Context: an optimization exercise on an open-source flow, tuned for small area, a short achievable clock period and few clock cycles per item. The choices shown serve that exercise and are no tape-out recipe. The RTL was checked by simulation tests, not by an equivalence proof against the original design.

## sierra
// radial_vignette_pixel_top
module radial_vignette_pixel_top
(
	input  wire logic              clk,
	input  wire logic              arst_n,
	input  wire logic              s_tvalid,
	output logic                   s_tready,
	input  wire logic [47:0]       s_tdata,
	output logic                   m_tvalid,
	input  wire logic              m_tready,
	output logic [23:0]            m_tdata,
	input  wire logic              cfg_we,
	input  wire logic [1:0]        cfg_index,
	input  wire logic [CFG_W-1:0]  cfg_data
);
	localparam int NP = 35;    
	logic [DIM_W-1:0] width_q, height_q;
	logic [FX_W-1:0]  radius_q, strength_q;
	logic             den_pend;
	logic             tok0, tok1, tok2;
	logic [26:0]      num_c;
	logic             en;
	always_ff @(posedge clk or negedge arst_n) begin
		if (!arst_n) begin
			width_q    <= 13'd640;
			height_q   <= 13'd480;
			radius_q   <= 17'd32768;
			strength_q <= 17'd32768;
		end else if (cfg_we) begin
			unique case (cfg_index)
				2'd0: width_q    <= cfg_data[DIM_W-1:0];
				2'd1: height_q   <= cfg_data[DIM_W-1:0];
				2'd2: radius_q   <= cfg_data;
				2'd3: strength_q <= cfg_data;
				default: ;
			endcase
		end
	end
	logic [25:0] den_a, den_b;
	logic [27:0] d3_a, d3_b;
	always_ff @(posedge clk or negedge arst_n) begin
		if (!arst_n) begin
			den_pend <= 1'b0;
			den_a    <= 26'd640000;
		end else begin
			if (cfg_we && !cfg_index[1])
				den_pend <= 1'b1;
			else if (en)
				den_pend <= 1'b0;
			if (en && tok2)
				den_a <= num_c[25:0];
		end
	end
	always_ff @(posedge clk) begin
		den_b <= den_a;
		d3_a  <= 28'(den_a) + 28'({den_a, 1'b0});
		d3_b  <= d3_a;
	end
	logic [16:0] fd_a;
	logic [18:0] fd3_a;
	logic [17:0] s3_q;
	always_ff @(posedge clk) begin
		fd_a  <= 17'h10000 - radius_q;
		fd3_a <= 19'(fd_a) + 19'({fd_a, 1'b0});
  ...
For scale: about 2300 flip-flops, about 98 I/O pins, roughly 170000 sq um of cells after synthesis.
Settings: LEC_CHECK=0, ABC_AREA=1, CAP_MARGIN=20, CORE_MARGIN=2, CORE_UTILIZATION=40, SETUP_SLACK_MARGIN=5, SLEW_MARGIN=20; clock period 10.0 ns.
run.sh (not shown) runs the stock make flow with config.mk's settings and CLKGATE_MAP_FILE= SYNTH_SCRIPT=/design/flow/synth_recipe.tcl, a recipe that flattens the netlist after the stock synthesis.
Having completed the whole flow, sierra delivered a layout that passed the timing, design-rule and antenna checks.
Testbench counts of sierra, summed over its fixed seeds: cycles 17,536, items 16,384.
diff inputs: sierra => raven
# sierra
export LEC_CHECK = 0
export ABC_AREA = 1
export CAP_MARGIN = 20
export CORE_MARGIN = 2
export CORE_UTILIZATION = 40
export SETUP_SLACK_MARGIN = 5
export SLEW_MARGIN = 20
create_clock -name core_clock -period 10.0 [get_ports {clk}]
# raven
export LEC_CHECK = 0
export ABC_AREA = 1
export CAP_MARGIN = 20
export CORE_MARGIN = 2
export CORE_UTILIZATION = 40
export SLEW_MARGIN = 20
export SETUP_SLACK_MARGIN = 6
create_clock -name core_clock -period 10.0 [get_ports {clk}]
==> flow/flow/run.sh (new file) <==
#!/bin/bash
set -euo pipefail
echo "export SETUP_SLACK_MARGIN = 6" >> config.mk
bash standard.sh > standard.log 2>&1
==> flow/standard.sh (new file) <==
#!/bin/bash
# synth_recipe.tcl (not shown) runs the flow's synth.tcl, then flattens the netlist and writes it again
# the make line also repeats each setting of config.mk as NAME=value (left out here)
make -C /OpenROAD-flow-scripts/flow DESIGN_CONFIG=/design/flow/config.mk WORK_HOME=/design/flow/orfs CLKGATE_MAP_FILE= SYNTH_SCRIPT=/design/flow/synth_recipe.tcl "${@:-finish}"
removed: flow/run.sh
Findings:
Going from sierra to raven, global-route wire length before repair rose by 0.31%. Going from sierra to raven, the core utilization was found to have gone up by 0.29 points. Sort sierra and raven by post-route fraction of the period consumed by the critical path desc -> top: sierra. Row worst setup slack: raven higher / sierra lower.
Input changes introduced in cedar (baseline for comparison: raven):
# raven
export LEC_CHECK = 0
export ABC_AREA = 1
export CAP_MARGIN = 20
export CORE_MARGIN = 2
export CORE_UTILIZATION = 40
export SLEW_MARGIN = 20
export SETUP_SLACK_MARGIN = 6
create_clock -name core_clock -period 10.0 [get_ports {clk}]
# cedar
export LEC_CHECK = 0
export ABC_AREA = 1
export CAP_MARGIN = 20
export CORE_MARGIN = 2
export CORE_UTILIZATION = 40
export SLEW_MARGIN = 20
create_clock -name core_clock -period 10.0 [get_ports {clk}]
==> flow/run.sh (new file) <==
#!/bin/bash
# synth_recipe.tcl (not shown) runs the flow's synth.tcl, then flattens the netlist and writes it again
# the make line also repeats each setting of config.mk as NAME=value (left out here)
make -C /OpenROAD-flow-scripts/flow DESIGN_CONFIG=/design/flow/config.mk WORK_HOME=/design/flow/orfs CLKGATE_MAP_FILE= SYNTH_SCRIPT=/design/flow/synth_recipe.tcl finish
removed: flow/flow/run.sh
removed: flow/standard.sh
==> comparison <==
Having completed the whole flow, cedar delivered a layout that passed the timing, design-rule and antenna checks. raven → cedar: count of fill cells added during filler insertion did not really move, count of hold-fix buffers inserted at cts did not really move. As far as fraction of synthesis flops using an asynchronous set or reset pin goes, cedar and raven are indistinguishable; the numbers are identical. Taking raven as the reference, in cedar final critical-path share of the clock period went up, cell count now smaller, final wirelength has decreased. Any difference in clock skew between cedar and raven is small enough to ignore. On hold slack, raven and cedar are neck and neck.

==> static timing again, ports no longer ideal <==
Ports are ideal in the flow. The routed layouts listed here were re-timed in OpenROAD. Step 1, drivers: a clkbuf_16 drives clk and a buf_2 each remaining input, both assumed. Step 2 also shifts input and output timing later by t, the mid clock arrival at the registers, as if the neighbouring blocks saw the same clock. Three values: ideal, step 1, step 2; two values: the first two.
run	shift t [ns]	slack for setup (ns)	latest minus earliest clock arrival (ns)	slew at the worst register clock pin (ns)
sierra	1.027	5.444 / 5.444 / 5.444	0.061 / 0.060	0.07 / 0.07
raven	1.028	6.090 / 5.997 / 5.934	0.053 / 0.053	0.07 / 0.07
cedar	1.027	5.444 / 5.444 / 5.444	0.061 / 0.060	0.07 / 0.07
After both steps every run listed still meets setup and hold. For raven, which loses most, drivers alone change the setup slack by -0.093 ns; drivers and shift together by -0.156 ns.
